This is an optimization exercise on Yosys and OpenROAD, whose aim is small area, a short achievable clock period and few clock cycles per item, not a production implementation. The RTL was checked by simulation tests, not by an equivalence proof against the original design. No activity file was given, so power comes from the tool's default toggle rates.

Design huff_encoder, start of the top module:
module huff_encoder #(
  parameter int SYM_W  = 5,
  parameter int LEN_W  = 6,
  parameter int CODE_W = 32
) (
  input  logic                            clk,
  input  logic                            rst,
  input  logic [LEN_W+SYM_W+CODE_W-1:0]   cb_data,
  input  logic                            cb_valid,
  output logic                            cb_ready,
  input  logic                            start,
  input  logic                            flush,
  input  logic [SYM_W-1:0]                sym_in,
  input  logic                            sym_valid,
  output logic                            sym_ready,
  output logic [CODE_W-1:0]               data_out,
  output logic                            out_valid,
  input  logic                            out_ready,
  output logic [LEN_W-1:0]                out_bits,
  output logic                            out_last,
  output logic                            busy,
  output logic                            err
);
  localparam int DEPTH = 1 << SYM_W;
  localparam int ENT_W = CODE_W + 1;
  localparam int RB_N  = 6;
  localparam int RB_W  = $clog2(RB_N);
  logic                r_busy;
  logic                r_enc;
  logic                w_idle;
  logic                r_cb_rdy;
  logic                r_sym_rdy;
  logic                r_flush;
  logic                r_err;
  logic [LEN_W-1:0]    w_cb_len;
  logic                w_cb_len_ok;
  logic                w_cb_fire;
  logic                r_cbw_v;
  logic [SYM_W-1:0]    r_cbw_sym;
  logic [ENT_W-1:0]    r_cbw_ent;
  logic [LEN_W-1:0]    w_cbw_len;
  logic [CODE_W-1:0]   w_cbw_code;
  ...
Size in the first run: roughly 1400 flip-flops, roughly 99 I/O pins, roughly 52000 µm² of cells after synthesis.
clock: 7.0 ns
lec_check: 0
cap_margin: 10
core_margin: 2
core_utilization: 72
cts_buf_list: sky130_fd_sc_hd__clkbuf_16
cts_cluster_diameter: 80
cts_cluster_size: 28
setup_slack_margin: 4.4
slew_margin: 10
tns_end_percent: 100
standard.sh (not shown) runs the stock make flow with config.mk's settings and CLKGATE_MAP_FILE= SYNTH_SCRIPT=/design/flow/synth_recipe.tcl, a recipe that flattens the netlist after the stock synthesis.
==> flow/flow/run.sh <==
#!/bin/bash
set -euo pipefail
export BUFFER_PORTS_ARGS="-buffer_cell sky130_fd_sc_hd__buf_2"
bash standard.sh > standard_flow.log 2>&1
Testbench counts at the start, summed over its fixed seeds: cycles 12,064, items 12,000.
Rerun with:
CAP_MARGIN = 20   (was 10)
CORE_UTILIZATION = 65   (was 72)
CTS_CLUSTER_SIZE = 32   (was 28)
SLEW_MARGIN = 20   (was 10)
Result: The new run finished with timing, DRC and antenna clean. First-iteration DRC count decreases by 7.0%. Worst setup slack gains 0.022 ns. Final cell count went up by 2.1%. Utilization came out lower by 7.3 points. Critical path depth is unchanged. Fmax is higher by 0.82%. Hold slack gains 0.0033 ns. Synthesized area does not change.

---

Starting RTL as in the previous note.
==> flow/config.mk <==
export PLATFORM = sky130hd
export DESIGN_NAME = huff_encoder
export DESIGN_NICKNAME = huff_encoder
export VERILOG_FILES = /design/flow/design.v
export SDC_FILE = /design/flow/constraint.sdc
export NUM_CORES = 4
export LEC_CHECK = 0
export CAP_MARGIN = 20
export CORE_MARGIN = 2
export CORE_UTILIZATION = 68
export CTS_BUF_LIST = sky130_fd_sc_hd__clkbuf_16
export CTS_CLUSTER_DIAMETER = 80
export CTS_CLUSTER_SIZE = 32
export SETUP_SLACK_MARGIN = 4.45
export SLEW_MARGIN = 20
export TNS_END_PERCENT = 100
==> flow/constraint.sdc <==
create_clock -name core_clock -period 7.0 [get_ports {clk}]
set_input_delay 1.4000 -clock core_clock [delete_from_list [all_inputs] [get_ports {clk}]]
set_output_delay 1.4000 -clock core_clock [all_outputs]
set_load 0.01 [all_outputs]
Scripts as last shown in full above: flow/flow/run.sh
The first run passed the timing, DRC and antenna checks.
Testbench counts at the start, summed over its fixed seeds: cycles 12,064, items 12,000.
==> next run, changes <==
--- a/flow/config.mk
+++ b/flow/config.mk
@@ -8 +8 @@
-export CAP_MARGIN = 20
+export CAP_MARGIN = 5
@@ -10 +10 @@
-export CORE_UTILIZATION = 68
+export CORE_UTILIZATION = 65
@@ -14,2 +14,2 @@
-export SETUP_SLACK_MARGIN = 4.45
-export SLEW_MARGIN = 20
+export SETUP_SLACK_MARGIN = 4.4
+export SLEW_MARGIN = 5
Effect: The changed run completed without violations. Critical path depth does not change. Design area hardly moves. Sequential share of layout area stays flat. Maximum frequency came out higher by 0.44%. Power barely changes. Synthesized cell count stays the same. Worst setup slack improved by 12 ps. Non-clock buffer count came out lower by 2.

==> re-timing with driven ports <==
Ports are ideal in the flow. The routed layouts listed here were re-timed in OpenROAD.
Step 1, drivers: a clkbuf_16 drives clk and a buf_2 each remaining input, both assumed.
Step 2 moves the port delays by t, midway between the first and last clock arrival at a register: inputs arrive t later, outputs are due t later. That takes back most of the time a late clock gives input paths.
a / b / c = no drivers / after step 1 / after step 2; a / b = the first two.
run	shift t [ns]	slack for setup (ns)	worst register clock-pin slew, ns
the first run of note 1	0.744	4.304 / 4.232 / 3.808	0.11 / 0.11
the second run of note 1	0.736	4.326 / 4.253 / 3.799	0.12 / 0.12
the first run of note 2	0.744	4.311 / 4.238 / 3.797	0.12 / 0.12
the second run of note 2	0.738	4.323 / 4.249 / 3.800	0.12 / 0.12
After both steps every run listed still meets setup and hold. For the second run of note 1, which loses most, drivers alone change the setup slack by -0.073 ns; drivers and shift together by -0.527 ns.
